This is an optimization exercise on Yosys and OpenROAD, whose aim is small area, a short achievable clock period and few clock cycles, not a production implementation. Function was checked by simulation only, so behaviour that the tests miss may differ from the original. Power is estimated from default activity; no workload was simulated.

<file path="flow/run.sh">
#!/bin/bash
# synth_recipe.tcl (not shown) runs the flow's synth.tcl, then flattens the netlist and writes it again
# the make line also repeats each setting of config.mk as NAME=value (left out here)
make -C /OpenROAD-flow-scripts/flow DESIGN_CONFIG=/design/flow/config.mk WORK_HOME=/design/flow/orfs CLKGATE_MAP_FILE= SYNTH_SCRIPT=/design/flow/synth_recipe.tcl finish
</file>
<file path="flow/config.mk">
export PLATFORM = sky130hd
export DESIGN_NAME = timed_frame_sequence_lookup
export DESIGN_NICKNAME = timed_frame_sequence_lookup
export VERILOG_FILES = /design/flow/design.v
export SDC_FILE = /design/flow/constraint.sdc
export NUM_CORES = 4
export LEC_CHECK = 0
export CAP_MARGIN = 20
export CORE_MARGIN = 2
export CORE_UTILIZATION = 40
export SLEW_MARGIN = 20
export SYNTH_MEMORY_MAX_BITS = 16384
</file>
<file path="flow/constraint.sdc">
create_clock -name core_clock -period 6.0 [get_ports {clk}]
set_input_delay 1.2000 -clock core_clock [delete_from_list [all_inputs] [get_ports {clk}]]
set_output_delay 1.2000 -clock core_clock [all_outputs]
set_load 0.01 [all_outputs]
</file>
<file path="flow/design.v">
package tfsl_pkg;
    localparam int MAX_FRAMES    = 256;
    localparam int DURATION_BITS = 16;
    localparam int FRAME_BITS    = $clog2(MAX_FRAMES);
    localparam int FIELD_BITS    = 8;
    localparam int TIME_BITS     = 32;
    localparam int TOTAL_BITS    = DURATION_BITS + FIELD_BITS + 1;
    localparam int STEP_BITS     = $clog2(TIME_BITS);
    localparam logic OP_LOAD  = 1'b0;
    localparam logic OP_QUERY = 1'b1;
    localparam logic [1:0] DIR_FORWARD  = 2'd0;
    localparam logic [1:0] DIR_REVERSE  = 2'd1;
    localparam logic [1:0] DIR_PINGPONG = 2'd2;
    typedef struct packed {
        logic                  operation;
        logic [FIELD_BITS-1:0] table_index;
        logic [15:0]           frame_duration;
        logic [FIELD_BITS-1:0] first_frame;
        logic [FIELD_BITS-1:0] last_frame;
        logic [1:0]            play_direction;
        logic [TIME_BITS-1:0]  query_time;
    } tfsl_in_t;
    typedef struct packed {
        logic [FIELD_BITS-1:0] frame_number;
        logic                  zero_length;
    } tfsl_out_t;
endpackage
module tfsl_ram #(
    parameter int WIDTH = 16,
    parameter int DEPTH = 256
) (
    input  logic                     clk,
    input  logic                     we,
    input  logic [$clog2(DEPTH)-1:0] waddr,
    input  logic [WIDTH-1:0]         wdata,
    input  logic [$clog2(DEPTH)-1:0] raddr,
    output logic [WIDTH-1:0]         rdata
);
    logic [WIDTH-1:0] mem [DEPTH];
    always_ff @(posedge clk)
    begin
        if (we)
        begin
            mem[waddr] <= wdata;
        end
        rdata <= mem[raddr];
    end
endmodule
module timed_frame_sequence_lookup (
    input  logic        clk,
    input  logic        rst_n,
    input  logic        item_valid,
    output logic        item_ready,
    input  logic        item_op,
    input  logic [7:0]  item_index,
    input  logic [15:0] item_duration,
    input  logic [7:0]  item_first,
    input  logic [7:0]  item_last,
    input  logic [1:0]  item_dir,
    input  logic [31:0] item_time,
    output logic        result_valid,
    input  logic        result_ready,
    output logic [7:0]  result_frame,
    output logic        result_zero
);
    localparam int MAX_FRAMES    = tfsl_pkg::MAX_FRAMES;
    localparam int DURATION_BITS = tfsl_pkg::DURATION_BITS;
    localparam int FRAME_BITS    = tfsl_pkg::FRAME_BITS;
    localparam int FIELD_BITS    = tfsl_pkg::FIELD_BITS;
    localparam int TIME_BITS     = tfsl_pkg::TIME_BITS;
    localparam int TOTAL_BITS    = tfsl_pkg::TOTAL_BITS;
    localparam int STEP_BITS     = tfsl_pkg::STEP_BITS;
    localparam logic OP_LOAD  = tfsl_pkg::OP_LOAD;
    localparam logic OP_QUERY = tfsl_pkg::OP_QUERY;
    localparam logic [1:0] DIR_FORWARD  = tfsl_pkg::DIR_FORWARD;
    localparam logic [1:0] DIR_REVERSE  = tfsl_pkg::DIR_REVERSE;
    localparam logic [1:0] DIR_PINGPONG = tfsl_pkg::DIR_PINGPONG;
    tfsl_pkg::tfsl_in_t  item;
    tfsl_pkg::tfsl_out_t result;
    assign item = {item_op, item_index, item_duration, item_first, item_last,
                   item_dir, item_time};
    localparam logic [2:0] S_IDLE  = 3'd0;
    localparam logic [2:0] S_SUM   = 3'd1;
    localparam logic [2:0] S_FIX   = 3'd2;
    localparam logic [2:0] S_CHECK = 3'd3;
    localparam logic [2:0] S_DIV   = 3'd4;
    localparam logic [2:0] S_WALK  = 3'd5;
    localparam logic [2:0] S_DONE  = 3'd6;
    logic [2:0]               state_reg, state_next;
    logic [FIELD_BITS-1:0]    first_reg, first_next;
    logic [FIELD_BITS-1:0]    last_reg, last_next;
    logic [1:0]               dir_reg, dir_next;
    logic [TIME_BITS-1:0]     dividend_reg, dividend_next;
    logic [FIELD_BITS-1:0]    addr_reg, addr_next;
    logic                     down_reg, down_next;
    logic                     issue_reg, issue_next;
    logic                     rd_valid_reg, rd_valid_next;
    logic                     rd_first_reg, rd_first_next;
    logic                     rd_end_reg, rd_end_next;
    logic [FIELD_BITS-1:0]    rd_frame_reg, rd_frame_next;
    logic [TOTAL_BITS-1:0]    total_reg, total_next;
    logic [DURATION_BITS-1:0] dfirst_reg, dfirst_next;
    logic [DURATION_BITS-1:0] dlast_reg, dlast_next;
    logic [TOTAL_BITS:0]      rem_reg, rem_next;
    logic [STEP_BITS-1:0]     step_reg, step_next;
    logic [FIELD_BITS-1:0]    frame_reg, frame_next;
    logic                     zero_reg, zero_next;
    logic                     result_valid_reg, result_valid_next;
    tfsl_pkg::tfsl_out_t      result_reg, result_next;
    logic                     accept;
    logic                     ram_we;
    logic [DURATION_BITS-1:0] ram_rdata;
    logic [TOTAL_BITS:0]      shifted;
    logic [TOTAL_BITS:0]      dur_ext;
    logic [FIELD_BITS-1:0]    walk_addr;
    logic                     walk_down;
    assign accept     = item_valid && item_ready;
    assign item_ready = (state_reg == S_IDLE);
    assign ram_we     = accept && (item.operation == OP_LOAD);
    tfsl_ram #(
        .WIDTH (DURATION_BITS),
        .DEPTH (MAX_FRAMES)
    ) u_table (
        .clk   (clk),
        .we    (ram_we),
        .waddr (FRAME_BITS'(item.table_index)),
        .wdata (DURATION_BITS'(item.frame_duration)),
        .raddr (FRAME_BITS'(addr_reg)),
        .rdata (ram_rdata)
    );
    assign shifted = {rem_reg[TOTAL_BITS-1:0], dividend_reg[TIME_BITS-1]};
    assign dur_ext = {{(TOTAL_BITS + 1 - DURATION_BITS){1'b0}}, ram_rdata};
    always_comb
    begin
        walk_addr = first_reg;
        walk_down = 1'b0;
        if (dir_reg == DIR_REVERSE)
        begin
            walk_addr = last_reg;
            walk_down = 1'b1;
        end
    end
    always_comb
    begin
        state_next        = state_reg;
        first_next        = first_reg;
        last_next         = last_reg;
        dir_next          = dir_reg;
        dividend_next     = dividend_reg;
        addr_next         = addr_reg;
        down_next         = down_reg;
        issue_next        = 1'b0;
        rd_valid_next     = 1'b0;
        rd_first_next     = 1'b0;
        rd_end_next       = 1'b0;
        rd_frame_next     = addr_reg;
        total_next        = total_reg;
        dfirst_next       = dfirst_reg;
        dlast_next        = dlast_reg;
        rem_next          = rem_reg;
        step_next         = step_reg;
        frame_next        = frame_reg;
        zero_next         = zero_reg;
        result_valid_next = result_valid_reg;
        result_next       = result_reg;
        if (result_valid_reg && result_ready)
        begin
            result_valid_next = 1'b0;
        end
        unique case (state_reg)
            S_IDLE:
            begin
                if (accept && (item.operation == OP_QUERY))
                begin
                    first_next    = item.first_frame;
                    last_next     = item.last_frame;
                    dir_next      = item.play_direction;
                    dividend_next = item.query_time;
                    addr_next     = item.first_frame;
                    total_next    = '0;
                    frame_next    = item.first_frame;
                    zero_next     = 1'b0;
                    if (item.last_frame < item.first_frame)
                    begin
                        zero_next  = 1'b1;
                        state_next = S_DONE;
                    end
                    else
                    begin
                        issue_next = 1'b1;
                        state_next = S_SUM;
                    end
                end
            end
            S_SUM:
            begin
                if (issue_reg)
                begin
                    rd_valid_next = 1'b1;
                    rd_first_next = (addr_reg == first_reg);
                    rd_end_next   = (addr_reg == last_reg);
                    issue_next    = (addr_reg != last_reg);
                    addr_next     = addr_reg + 1'b1;
                end
                if (rd_valid_reg)
                begin
                    total_next = total_reg + TOTAL_BITS'(ram_rdata);
                    if (rd_first_reg)
                    begin
                        dfirst_next = ram_rdata;
                    end
                    if (rd_end_reg)
                    begin
                        dlast_next = ram_rdata;
                        state_next = S_FIX;
                    end
                end
            end
            S_FIX:
            begin
                if (dir_reg == DIR_PINGPONG)
                begin
                    total_next = (total_reg << 1) - TOTAL_BITS'(dfirst_reg)
                                 - TOTAL_BITS'(dlast_reg);
                end
                state_next = S_CHECK;
            end
            S_CHECK:
            begin
                if (total_reg == '0)
                begin
                    zero_next  = 1'b1;
                    state_next = S_DONE;
                end
                else
                begin
                    rem_next   = '0;
                    step_next  = '0;
                    state_next = S_DIV;
                end
            end
            S_DIV:
            begin
                if (shifted >= {1'b0, total_reg})
                begin
                    rem_next = shifted - {1'b0, total_reg};
                end
                else
                begin
                    rem_next = shifted;
                end
                dividend_next = dividend_reg << 1;
                step_next     = step_reg + 1'b1;
                if (step_reg == STEP_BITS'(TIME_BITS - 1))
                begin
                    addr_next  = walk_addr;
                    down_next  = walk_down;
                    state_next = S_WALK;
                end
            end
            S_WALK:
            begin
                rd_valid_next = 1'b1;
                if ((dir_reg == DIR_PINGPONG) && !down_reg && (addr_reg == last_reg))
                begin
                    down_next = 1'b1;
                    addr_next = last_reg - 1'b1;
                end
                else if (down_reg)
                begin
                    addr_next = addr_reg - 1'b1;
                end
                else
                begin
                    addr_next = addr_reg + 1'b1;
                end
                if (rd_valid_reg)
                begin
                    if (rem_reg < dur_ext)
                    begin
                        frame_next    = rd_frame_reg;
                        rd_valid_next = 1'b0;
                        state_next    = S_DONE;
                    end
                    else
                    begin
                        rem_next = rem_reg - dur_ext;
                    end
                end
            end
            S_DONE:
            begin
                if (!result_valid_reg || result_ready)
                begin
                    result_valid_next        = 1'b1;
                    result_next.frame_number = frame_reg;
                    result_next.zero_length  = zero_reg;
                    state_next               = S_IDLE;
                end
            end
            default:
            begin
                state_next = S_IDLE;
            end
        endcase
    end
    always_ff @(posedge clk or negedge rst_n)
    begin
        if (!rst_n)
        begin
            state_reg        <= S_IDLE;
            issue_reg        <= 1'b0;
            rd_valid_reg     <= 1'b0;
            result_valid_reg <= 1'b0;
        end
        else
        begin
            state_reg        <= state_next;
            issue_reg        <= issue_next;
            rd_valid_reg     <= rd_valid_next;
            result_valid_reg <= result_valid_next;
        end
    end
    always_ff @(posedge clk)
    begin
        first_reg    <= first_next;
        last_reg     <= last_next;
        dir_reg      <= dir_next;
        dividend_reg <= dividend_next;
        addr_reg     <= addr_next;
        down_reg     <= down_next;
        rd_first_reg <= rd_first_next;
        rd_end_reg   <= rd_end_next;
        rd_frame_reg <= rd_frame_next;
        total_reg    <= total_next;
        dfirst_reg   <= dfirst_next;
        dlast_reg    <= dlast_next;
        rem_reg      <= rem_next;
        step_reg     <= step_next;
        frame_reg    <= frame_next;
        zero_reg     <= zero_next;
        result_reg   <= result_next;
    end
    assign result_valid = result_valid_reg;
    assign result       = result_reg;
    assign result_frame = result.frame_number;
    assign result_zero  = result.zero_length;
endmodule
</file>
==> key figures, run 1 <==
Outcome
  – Outcome: no timing/DRC/antenna violations

Logic synthesis
  – Ys flop type: edfxtp_1
  – Simple-Gate Fraction of Synth Area: 2.83%
  – Leading area contributor after synthesis: edfxtp_1
  – Top cells by count, synth: 4261 x edfxtp_1, 1015 x mux4_2, 374 x nand2_1
  – Register bit total from synthesis: 4293
  – Post-Synthesis Cell Area: 0.171 sq mm
  – Post-synthesis mux area share: 15.5%
  – Post-synthesis average cell area: 20.5 sq um
  – Top cell type's share of synthesized area: 74.7%
  – Synth area leaders: edfxtp_1 75%, mux4_2 13%, mux2i_1 1.9%, nand2_1 0.82%, nor2_1 0.81%
  – Top-count cell post-synth: edfxtp_1
  – Register area share after synthesis: 75.1%
  – Post-Synth XOR/XNOR Area: 0.604%
  – Ys async rst share: 0.140%
  – Cell count after synthesis: 8340
  – Yosys cell types: 88
  – Post-synth EDFFs: 4261
  – Yosys warning total: 2
  – Compound-gate portion of the synthesized area: 3.19%
  – Synth Net Count: 8526
  – Largest family of logic cells by synthesized area: multiplexers
  – Adder-Cell Fraction of Synth Area: 0.861%

Power
  – VDD IR max: 377 uV
  – Power per standard cell area: 459 mW/mm^2
  – Leak: 62.2 nW

Clocking
  – H-tree depth: 5
  – Num Clock Sinks: 4293
  – Clock Tree Root: clkbuf_16
  – CTS tree: built
  – Post-cts gate resize count: 0
  – Clock transition at path regs: 0.07 ns
  – Hold Buf Count CTS: 0
  – CTS Buf Count: 431
  – Clock buffer depth: 4
  – Clk Latency, worst-skew pair: 1.00 ns
  – Setup repair bufs after CTS: 0

Drt
  – DR DRC count: 0
  – Drt initial violations: 12000
  – Vias per cell: 5.91
  – Vias: 88700
  – Wirelength per Cell: 32.5 um
  – Final wirelength: 487 mm
  – Antenna Nets Post-Route: 0
  – Pre-antenna DRT Iters: 7

GRT
  – Vias in the first global route: 87900
  – Pin count of the biggest net entering global routing: 177
  – GRT Overall Usage: 22.0%
  – Gr ovfl total: 0
  – Global-route wire length before repair: 680 mm
  – Initial antenna violation count: 34

Critical path
  – R2r worst-path depth: 11
  – Crit path required time: 6.82 ns
  – Register-to-register setup slack: 1.21 ns
  – Worst path most repeated cell: buf_4
  – WP buf/inv: 3
  – Worst reg2reg path startpoint: addr_reg[0]$_DFFE_PP_
  – Worst setup path class: reg2reg
  – Worst r2r dst: u_table.rdata[5]$_DFF_P_
  – Startpoint Class: register
  – Slowest-stage cell, CP: nor3_1
  – Delay-heaviest family, CP: buffers and inverters
  – Critical Path, Cell by Cell: buf_4 > buf_4 > buf_4 > mux2i_1 > nand2_1 > nand3_1 > a41oi_1 > nor3_1 > nor3_1 > a311oi_1 > a211oi_1
  – CP arrival: 5.60 ns
  – CP Capture Type: register
  – Worst path max stage delay: 0.87 ns
  – Max FO, Critical Path: 46

STA
  – Setup violators final: 0
  – Final hold viol count: 0
  – Slew Limit Fails: 0
  – Fin crit share: 79.8%
  – Unrepaired setup endpoints after global routing: no
  – Fin Setup TNS: 0 ns
  – Minimum clock period: 4.79 ns
  – Worst slew pin tran: 1.18 ns
  – Max Freq: 209 MHz
  – Hold WS: 0.421 ns
  – Slew HR: 21.2%
  – Final setup skew: 0.0480 ns

Worst hold path
  – Worst Hold Depth: 0
  – Hold_sp: frame_reg[7]$_DFFE_PP_
  – HP Class: reg2reg
  – WHS Endpoint: result_reg[8]$_DFFE_PP_

Cells and area
  – Fin cells: 15000
  – Layout Area Growth over Synthesis: 14.2%
  – Max reg flops: 4096
  – Finished Cell Area: 0.196 sq mm
  – Final nets: 9145
  – Fraction of layout cells with a size suffix above 1: 25.7%
  – Core Util, Final: 45.8%

Die
  – Initial Utilization: 40.1%
  – # rows: 240
  – DIE HEIGHT: 658 um
  – Core area: 0.427 sq mm
  – Die Wd: 658 um
  – IO Pins: 90
  – Die ar.: 0.433 sq mm

Placed design
  – Post-DP Area: 0.182 sq mm
  – Final Wtd Congestion: 0.897
  – Placed cells: 14200
  – Port bufs: 89
  – Post-DP HPWL: 304 mm

Run
  – Max-cap violations: 0
## power by group
group / leakage [nW] / switching (W) / internal, W
sequential: 38.6 / 0.000684 / 0.0335
combinational: 16.9 / 0.0179 / 0.0111
clock: 6.73 / 0.0114 / 0.0152
## how the worst max path moves through the flow
stage,depth (start not counted),to,slack [ns],startpoint
after global routing,11,u_table.rdata[5]$_DFF_P_,1.02,addr_reg[0]$_DFFE_PP_
after detailed placement,8,u_table.mem[115][2]$_DFFE_PP_,1.01,item_valid
after CTS,8,u_table.rdata[11]$_DFF_P_,1.26,addr_reg[0]$_DFFE_PP_
final,11,u_table.rdata[5]$_DFF_P_,1.21,addr_reg[0]$_DFFE_PP_
after floorplan,2,total_reg[0]$_DFFE_PP_,2.16,item_op
after global placement,8,u_table.mem[114][12]$_DFFE_PP_,1.06,item_valid
## per-stage QoR
stage / worst slack (ns) / power (W)
global placement: 1.06 / 0.0634
detailed placement: 1.01 / 0.0636
global route: 1.02 / 0.0924
floorplan: 2.16 / 0.0524
finish: 1.21 / 0.0898
CTS: 1.26 / 0.0900
## per-layer routing
metal | up-vias | routed length, um | part of all wire [%] | GRT usage, %
met5 | - | 461 | 0.095 | 0.399
li1 | 35900 | - | - | -
met3 | 743 | 49100 | 10 | 5.12
met4 | 20 | 15200 | 3.1 | 6.29
met1 | 47500 | 196000 | 40 | 30.9
met2 | 4586 | 227000 | 46 | 34.5
## cells by family after synthesis
kind of cell / after synthesis
xor+xnor: 118
fa+ha+maj: 107
simple gates: 1093
compound gates: 809
mux: 1367
flops: 4293
buf+inv: 553
## placed cells by master (no fill, tap or decap), types with 28 or more instances in the layout
cell type,count
edfxtp_1,4261
mux4_2,1015
buf_4,496
clkbuf_16,435
nand2_1,363
mux2i_1,318
nor2_1,235
a21oi_1,166
nor2_2,133
a22oi_1,104
inv_1,101
o21ai_0,94
clkbuf_1,94
clkinv_1,92
ha_1,89
nand3_1,85
o22ai_1,80
clkinv_2,77
clkdlybuf4s50_1,73
xnor2_1,68
nor3_1,55
xor2_1,50
buf_12,48
a31oi_1,46
bufinv_16,42
a211oi_1,35
a221oi_1,34
a21o_1,30
nand4_1,30
nor2b_1,28
mux2_2,28
## area by class of cell
cell class	instances	area [sq um]
Tap cell	5687	7120
Clock buffer	533	11300
Timing Repair Buffer	634	5680
Fill cell	35400	231000
Clock inverter	255	2580
Sequential cell	4293	129000
Antenna cell	13	32.5
Multi-Input combinational cell	3494	39800
Inverter	105	412
## worst reg2reg max path, delay by kind of cell, from the launching register on
kind / cells / cell delay, ns
AOI/OAI and AO/OA: 3 / 0.59
and+or+nand+nor: 4 / 1.29
DFF: 1 / 0.83
buffers and inverters: 3 / 1.66
muxes: 1 / 0.28
Testbench counts, summed over its fixed seeds: cycles 160,453.
==> run 2, diff against run 1 <==
--- a/flow/design.v
+++ b/flow/design.v
@@ -130,6 +130,18 @@
     );
     assign shifted = {rem_reg[TOTAL_BITS-1:0], dividend_reg[TIME_BITS-1]};
     assign dur_ext = {{(TOTAL_BITS + 1 - DURATION_BITS){1'b0}}, ram_rdata};
+    logic [4:0] skip_bits;
+    always_comb
+    begin
+        skip_bits = '0;
+        for (int i = 1; i < TOTAL_BITS; i++)
+        begin
+            if (total_reg[i])
+            begin
+                skip_bits = 5'(i);
+            end
+        end
+    end
     always_comb
     begin
         walk_addr = first_reg;
@@ -234,9 +246,10 @@
                 end
                 else
                 begin
-                    rem_next   = '0;
-                    step_next  = '0;
-                    state_next = S_DIV;
+                    rem_next      = (TOTAL_BITS+1)'({32'b0, dividend_reg} >> (6'd32 - 6'(skip_bits)));
+                    dividend_next = dividend_reg << skip_bits;
+                    step_next     = STEP_BITS'(skip_bits);
+                    state_next    = S_DIV;
                 end
             end
             S_DIV:
==> key figures, run 2 <==
Drt
  – Met2 Wirelength: 223 mm (-1.5%)
  – Vias per cell: 5.88 (-0.54%)
  – Final wirelength: 459 mm (-5.9%)
  – Pre-antenna DRT Iters: 6 (-1)
  – Wirelength per Cell: 31.4 um (-3.2%)
  – Met3 routed WL: 35.8 mm (-27%)
  – Antenna Nets Post-Route: 0 (unchanged)
  – Top routing layer used: met5
  – Vias: 85800 (-3.3%)
  – DR DRC count: 0 (unchanged)
  – Wire length on met1: 187 mm (-4.6%)
  – Drt initial violations: 11600 (-3.8%)

Die
  – Core area: 0.431 sq mm (+1.1%)
  – DIE HEIGHT: 662 um (+0.60%)
  – Die Wd: 662 um (+0.60%)
  – Initial Utilization: 40.2% (+0.065 points)
  – IO Pins: 90 (unchanged)
  – Die ar.: 0.439 sq mm (+1.2%)
  – # rows: 241 (+0.42%)

Logic synthesis
  – Synth Net Count: 8143 (-4.5%)
  – Synth area leaders: edfxtp_1 74%, mux4_2 18%, nor2_1 0.85%, mux2i_1 0.76%, clkbuf_1 0.72%
  – Cell count after synthesis: 7956 (-4.6%)
  – Yosys warning total: 2 (unchanged)
  – Yosys cell types: 98 (+11%)
  – Top-count cell post-synth: edfxtp_1
  – Leading area contributor after synthesis: edfxtp_1
  – Post-synthesis average cell area: 21.8 sq um (+6.1%)
  – Post-Synthesis Cell Area: 0.173 sq mm (+1.2%)
  – Register area share after synthesis: 74.2% (-0.90 points)
  – Register bit total from synthesis: 4293 (unchanged)
  – Top cells by count, synth: 4261 x edfxtp_1, 1377 x mux4_2, 394 x nor2_1
  – Post-synth EDFFs: 4261 (unchanged)
  – Ys async rst share: 0.140% (unchanged)
  – Ys flop type: edfxtp_1
  – Top cell type's share of synthesized area: 73.8% (-0.90 points)

Worst hold path
  – HP Class: reg2reg

Clocking
  – Clock transition at path regs: 0.06 ns (about the same)
  – CTS tree: built
  – Setup repair bufs after CTS: 0 (unchanged)
  – Post-cts gate resize count: 0 (unchanged)
  – H-tree depth: 5 (unchanged)
  – Num Clock Sinks: 4293 (unchanged)
  – CTS Buf Count: 431 (unchanged)
  – Hold Buf Count CTS: 0 (unchanged)
  – Clk Latency, worst-skew pair: 1.01 ns (about the same)
  – Clock Tree Root: clkbuf_16
  – Clock buffer depth: 4 (unchanged)

STA
  – Max Freq: 203 MHz (-3.0%)
  – Final hold viol count: 0 (unchanged)
  – Worst slew pin tran: 1.22 ns (+0.0399 ns)
  – Slew HR: 18.6% (-2.7 points)
  – Unrepaired setup endpoints after global routing: no
  – Setup violators final: 0 (unchanged)
  – Fin Setup TNS: 0 ns (unchanged)
  – Fin crit share: 82.2% (+2.4 points)
  – Final setup skew: 0.0514 ns (+0.00344 ns)
  – Minimum clock period: 4.93 ns (+0.146 ns)
  – Slew Limit Fails: 0 (unchanged)

Cells and area
  – Core Util, Final: 46.0% (+0.15 points)
  – Layout Area Growth over Synthesis: 14.4%
  – Max reg flops: 4096 (unchanged)
  – Fraction of layout cells with a size suffix above 1: 29.1% (+3.4 points)
  – Finished Cell Area: 0.198 sq mm (+1.4%)
  – Final nets: 8695 (-4.9%)
  – Commonest non-fill, non-tap cell in the layout: edfxtp_1
  – Fin cells: 14600 (-2.8%)
  – Multi-input logic area: 0.0428 sq mm (+7.5%)
  – FF+latch area: 0.129 sq mm (unchanged)
  – Fillers: 35400 (+0.031%)
  – Commonest non-fill, non-tap cells in the layout: 4261 x edfxtp_1, 1377 x mux4_2, 433 x clkbuf_16

Critical path
  – Worst path most repeated cell: nor4_1
  – CP Capture Type: register
  – CP arrival: 5.62 ns (+0.02 ns)
  – Startpoint Class: register
  – Critical Path, Cell by Cell: nor4_1 > o21ai_1 > a21oi_1 > inv_1 > nor4_1 > or2_1 > mux2_2 > a221oi_1 > o21bai_1
  – Slowest-stage cell, CP: nor4_1
  – Worst setup path class: reg2reg
  – Max FO, Critical Path: 11 (-76%)
  – Worst path max stage delay: 1.00 ns (+0.13 ns)
  – Crit path required time: 6.69 ns (-0.13 ns)

Placed design
  – Post-DP Area: 0.184 sq mm (+1.4%)
  – Placed cells: 13800 (-3.0%)
  – Final Wtd Congestion: 0.873 (-2.7%)
  – Post-DP HPWL: 286 mm (-5.8%)
  – Port bufs: 89 (unchanged)

Power
  – Leak: 62.3 nW (about the same)
  – Power per standard cell area: 465 mW/mm^2 (+1.3%)
  – Final Power: 0.0923 W (+2.8%)
  – VDD IR max: 452 uV (+20%)

GRT
  – Initial antenna violation count: 33 (-2.9%)
  – Global-route wire length before repair: 650 mm (-4.5%)
  – GRT Overall Usage: 20.6% (-1.4 points)
  – Vias in the first global route: 85400 (-2.9%)
  – Pin count of the biggest net entering global routing: 138 (-22%)
  – Gr ovfl total: 0 (unchanged)

Outcome
  – Outcome: no timing/DRC/antenna violations

Run
  – Max-cap violations: 0 (unchanged)
## run 2: area by class of cell
cell class / count / share of cell area [%]
Sequential cell: 4293 / 64.9
Multi-Input combinational cell: 3116 / 21.6
Clock buffer: 523 / 5.65
Tap cell: 5710 / 3.60
Timing Repair Buffer: 557 / 2.64
Clock inverter: 273 / 1.43
Inverter: 109 / 0.206
Antenna cell: 16 / 0.0202
## run 2: power by group
part / internal, W / switching (W) / leakage (nW)
Sequential: 0.0337 / 0.000918 / 38.6
Clock: 0.0154 / 0.0115 / 6.82
Combinational: 0.0135 / 0.0174 / 16.8
## run 2: layer usage
metal / vias to the layer above / track usage, %
li1: 34900 / -
met1: 46300 / 29.1
met2: 3917 / 33.7
met3: 624 / 3.06
met4: 4 / 5.44
met5: - / 0
## run 2: path summary, 6_finish.rpt
path                                          from                          to  slack (ns)  cells past startpoint
setup / recovery           total_reg[13]$_DFFE_PP_        rem_reg[5]$_DFFE_PP_        1.07                      9
hold / removal              frame_reg[3]$_DFFE_PP_     result_reg[4]$_DFFE_PP_        0.42                      0
setup reg to reg           total_reg[13]$_DFFE_PP_        rem_reg[5]$_DFFE_PP_        1.07                      9
hold reg to reg             frame_reg[3]$_DFFE_PP_     result_reg[4]$_DFFE_PP_        0.42                      0
max in group asynchronous                    rst_n  result_valid_reg$_DFF_PN0_        5.20                      1
min in group asynchronous                    rst_n         issue_reg$_DFF_PN0_        0.52                      1
## run 2: stage by stage
step	hold WS, ns	worst slack [ns]
6_report	0.418	1.07
5_1_grt	0.423	1.03
4_1_cts	0.421	1.22
3_5_place_dp	0.406	1.26
3_3_place_gp	0.404	0.852
2_1_floorplan	0.346	1.18
## run 2: kinds of logic after synthesis
kind of cell             count (synthesis)  synth area share [%]
buffers and inverters                  547                  1.24
AO/OA/AOI/OAI                          518                  2.08
adder cells (fa/ha/maj)                108                 0.858
AND/OR/NAND/NOR                        843                  2.20
multiplexers                          1535                  18.8
XOR/XNOR                               112                 0.577
flip-flops                            4293                  74.2
## run 2: worst max-delay path: cells and delay by family (launching register included)
family,cells,cell delay (ns)
flip-flops,1,0.52
buffers and inverters,1,0.21
AO/OA/AOI/OAI,4,1.29
AND/OR/NAND/NOR,3,2.21
multiplexers,1,0.42
Testbench counts of run 2, summed over its fixed seeds: cycles 119,563.
==> run 3, diff against run 2 <==
--- a/flow/design.v
+++ b/flow/design.v
@@ -115,7 +115,8 @@
     logic [FIELD_BITS-1:0]    walk_addr;
     logic                     walk_down;
     assign accept     = item_valid && item_ready;
-    assign item_ready = (state_reg == S_IDLE);
+    assign item_ready = (state_reg == S_IDLE) ||
+                        ((state_reg == S_DONE) && (!result_valid_reg || result_ready));
     assign ram_we     = accept && (item.operation == OP_LOAD);
     tfsl_ram #(
         .WIDTH (DURATION_BITS),
@@ -309,6 +310,27 @@
                     result_next.frame_number = frame_reg;
                     result_next.zero_length  = zero_reg;
                     state_next               = S_IDLE;
+                    if (accept && (item.operation == OP_QUERY))
+                    begin
+                        first_next    = item.first_frame;
+                        last_next     = item.last_frame;
+                        dir_next      = item.play_direction;
+                        dividend_next = item.query_time;
+                        addr_next     = item.first_frame;
+                        total_next    = '0;
+                        frame_next    = item.first_frame;
+                        zero_next     = 1'b0;
+                        if (item.last_frame < item.first_frame)
+                        begin
+                            zero_next  = 1'b1;
+                            state_next = S_DONE;
+                        end
+                        else
+                        begin
+                            issue_next = 1'b1;
+                            state_next = S_SUM;
+                        end
+                    end
                 end
             end
             default:
==> key figures, run 3 <==
Outcome
  – Outcome: no timing/DRC/antenna violations

GRT
  – GRT Overall Usage: 21.2% (+0.56 points)
  – Initial antenna violation count: 46 (+39%)
  – Gr ovfl total: 0 (unchanged)
  – Pin count of the biggest net entering global routing: 148 (+7.2%)
  – Global-route wire length before repair: 663 mm (+2.0%)
  – Vias in the first global route: 85800 (+0.48%)

Die
  – DIE HEIGHT: 662 um (about the same)
  – Core area: 0.431 sq mm (unchanged)
  – Initial Utilization: 40.2% (about the same)
  – IO Pins: 90 (unchanged)
  – Die Wd: 662 um (about the same)
  – # rows: 241 (unchanged)
  – Die ar.: 0.439 sq mm (about the same)

Critical path
  – Worst path max stage delay: 0.91 ns (-0.09 ns)
  – Crit path required time: 6.61 ns (-0.08 ns)
  – Critical Path, Cell by Cell: inv_1 > ha_1 > inv_1 > fa_1 > a211oi_1 > o211a_1 > o31ai_1 > o311a_1 > o31ai_1 > or3b_1 > o21ai_1 > a21boi_1
  – Startpoint Class: register
  – Max FO, Critical Path: 8 (-3)
  – Worst setup path class: reg2reg
  – CP Capture Type: register
  – CP arrival: 5.59 ns (-0.03 ns)
  – Slowest-stage cell, CP: o31ai_1

Placed design
  – Port bufs: 89 (unchanged)
  – Pre-CTS setup slack: 0.735 ns (-0.526 ns)
  – Final Wtd Congestion: 0.861 (-1.4%)
  – Post-DP HPWL: 293 mm (+2.4%)

Logic synthesis
  – Yosys warning total: 2 (unchanged)
  – Top-count cell post-synth: edfxtp_1
  – Leading area contributor after synthesis: edfxtp_1
  – Top cells by count, synth: 4261 x edfxtp_1, 1397 x mux4_2, 387 x nor2_1
  – Post-synthesis average cell area: 21.9 sq um (+0.35%)
  – Register bit total from synthesis: 4293 (unchanged)
  – Yosys cell types: 97 (-1.0%)
  – Top cell type's share of synthesized area: 73.8% (about the same)
  – Cell count after synthesis: 7930 (-0.33%)
  – Ys async rst share: 0.140% (unchanged)
  – Post-synth EDFFs: 4261 (unchanged)
  – Ys flop type: edfxtp_1
  – Register area share after synthesis: 74.2% (about the same)
  – Post-Synthesis Cell Area: 0.173 sq mm (about the same)
  – Synth area leaders: edfxtp_1 74%, mux4_2 18%, nor2_1 0.84%, clkbuf_1 0.69%, ha_1 0.65%
  – Synth Net Count: 8117 (-0.32%)

Cells and area
  – Layout Area Growth over Synthesis: 14.4% (about the same)
  – Commonest non-fill, non-tap cell in the layout: edfxtp_1
  – Max reg flops: 4096 (unchanged)
  – Final nets: 8693 (-0.023%)
  – Commonest non-fill, non-tap cells in the layout: 4261 x edfxtp_1, 1397 x mux4_2, 435 x clkbuf_16, 435 x buf_4, 366 x nor2_1
  – Fraction of layout cells with a size suffix above 1: 29.5% (+0.37 points)

Clocking
  – Setup repair bufs after CTS: 0 (unchanged)
  – Clock transition at path regs: 0.06 ns (about the same)
  – Clock Tree Root: clkbuf_16
  – Hold Buf Count CTS: 0 (unchanged)
  – Clock buffer depth: 4 (unchanged)
  – CTS Buf Count: 429 (-0.46%)
  – H-tree depth: 5 (unchanged)
  – Num Clock Sinks: 4293 (unchanged)
  – Post-cts gate resize count: 0 (unchanged)
  – Clk Latency, worst-skew pair: 0.98 ns (-0.03 ns)
  – CTS tree: built

STA
  – Final hold viol count: 0 (unchanged)
  – Slew Limit Fails: 0 (unchanged)
  – Setup violators final: 0 (unchanged)
  – Setup WS post-layout: 1.02 ns (-0.0438 ns)
  – Unrepaired setup endpoints after global routing: no
  – Fin crit share: 83.0% (+0.73 points)
  – Slew HR: 14.8% (-3.8 points)
  – Worst slew pin tran: 1.28 ns (+0.0572 ns)
  – Fin Setup TNS: 0 ns (unchanged)
  – Minimum clock period: 4.98 ns (+0.0438 ns)
  – Max Freq: 201 MHz (-0.88%)
  – Final setup skew: 0.0594 ns (+0.00794 ns)

Drt
  – Vias per cell: 5.91 (+0.55%)
  – Pre-antenna DRT Iters: 7 (+1)
  – DR DRC count: 0 (unchanged)
  – Drt initial violations: 12100 (+4.3%)
  – Final wirelength: 470 mm (+2.4%)
  – Wirelength per Cell: 32.2 um (+2.4%)
  – Vias: 86300 (+0.55%)
  – Antenna Nets Post-Route: 0 (unchanged)

Run
  – Max-cap violations: 0 (unchanged)

Power
  – VDD IR max: 269 uV (-41%)
  – Power per standard cell area: 304 mW/mm^2 (-35%)
  – Leak: 62.4 nW (+0.24%)

Worst hold path
  – HP Class: reg2reg
## run 3: changes by cell type in the layout (fill, tap and decap cells not counted), sizes merged, moves of 8 or more
cell    before   now
a211o       12     4
a221o        4    15
a221oi      21     8
buf        472   512
clkbuf     535   522
mux2i      131    97
mux4      1377  1397
nand3       66    51
nor4        25    13
o21ai      101   126
xnor2       72    60
## run 3: path summary, 6_finish.rpt
path	startpoint	to	slack [ns]	depth (start not counted)
min	frame_reg[1]$_DFFE_PP_	result_reg[2]$_DFFE_PP_	0.42	0
max reg2reg	rem_reg[0]$_DFFE_PP_	frame_reg[2]$_DFFE_PP_	1.02	12
min reg2reg	frame_reg[1]$_DFFE_PP_	result_reg[2]$_DFFE_PP_	0.42	0
min in group asynchronous	rst_n	issue_reg$_DFF_PN0_	0.49	1
max	rem_reg[0]$_DFFE_PP_	frame_reg[2]$_DFFE_PP_	1.02	12
max in group asynchronous	rst_n	state_reg[0]$_DFFE_PN0P_	5.25	1
## run 3: cell type report
| class | instances | area [sq um] |
|---|---|---|
| Fill cell | 35300 | 233000 |
| Sequential cell | 4293 | 129000 |
| Multi-Input combinational cell | 3083 | 42700 |
| Clock buffer | 522 | 11200 |
| Tap cell | 5710 | 7140 |
| Timing Repair Buffer | 583 | 5410 |
| Clock inverter | 274 | 2690 |
| Inverter | 116 | 435 |
| Antenna cell | 17 | 42.5 |
## run 3: cells by family (layout without fill, tap and decap cells)
kind of cell | after synthesis | in the layout | share of synthesized area, %
multiplexers | 1515 | 1515 | 18.8
AND/OR/NAND/NOR | 804 | 804 | 2.07
AO/OA/AOI/OAI | 550 | 550 | 2.19
other | 0 | 17 | 0
flip-flops | 4293 | 4293 | 74.2
XOR/XNOR | 106 | 106 | 0.551
buffers and inverters | 554 | 1495 | 1.29
adder cells (fa/ha/maj) | 108 | 108 | 0.857
## run 3: critical path: cells and delay by family (launching register included)
kind                     cells  cell delay (ns)
flip-flops                   1             0.44
AND/OR/NAND/NOR              1             0.44
adder cells (fa/ha/maj)      2             0.62
AO/OA/AOI/OAI                7             2.89
buffers and inverters        2             0.20
## run 3: where the power goes
part | leakage [nW] | switching (W) | internal (W)
clock network | 6.77 | 0.0114 | 0.0152
logic | 17.1 | 0.000707 | 0.000109
registers | 38.5 | 0.0000000000000000000193 | 0.0329
total | 62.4 | 0.0121 | 0.0483
## run 3: per-layer routing
layer	wire [um]	track usage (%)	up-vias
met1	189000	30.0	46400
li1	-	-	34900
met5	106	0	-
met4	11000	5.13	14
met3	42100	3.81	570
met2	228000	34.3	4369
## run 3: stage by stage
| step | utilization [%] | hold slack [ns] | instance area [sq um] | cells | total power (W) |
|---|---|---|---|---|---|
| after detailed placement | 42.7 | 0.406 | 184000 | 13800 | 0.0344 |
| after global routing | 46.0 | 0.429 | 198000 | 14600 | 0.0620 |
| after CTS | 46.0 | 0.421 | 198000 | 14600 | 0.0608 |
| after global placement | 42.7 | 0.404 | 184000 | 13800 | 0.0344 |
| after floorplan | - | 0.346 | 173000 | 7930 | 0.0336 |
| final | 46.0 | 0.420 | 198000 | 14600 | 0.0603 |
Testbench counts of run 3, summed over its fixed seeds: cycles 116,650.

## what the ideal ports hide
In the flow no input, the clock included, has a driving cell. The finished layouts below were timed again as built, in two steps. Step 1 assumes that a clkbuf_16 drives the clock port and a buf_2 every other input. Step 2 times the ports against the registers' clock, not the clock port: input delays grow and output delays shrink by t, the midpoint of the rising clock arrivals with the driver on. Slacks: no drivers / after step 1 / after step 2; pairs: no drivers / after step 1.
run | t, ns | slack for setup (ns) | worst slew at a driven data input, ns
run 1 | 1.081 | 1.212 / 1.212 / 0.879 | 0.14
run 2 | 1.087 | 1.066 / 1.066 / 1.066 | 0.20
run 3 | 1.062 | 1.022 / 1.022 / 0.671 | 0.23
After both steps every run listed still meets setup and hold. For run 3, which loses most, drivers alone change the setup slack by 0.000 ns; drivers and shift together by -0.351 ns.
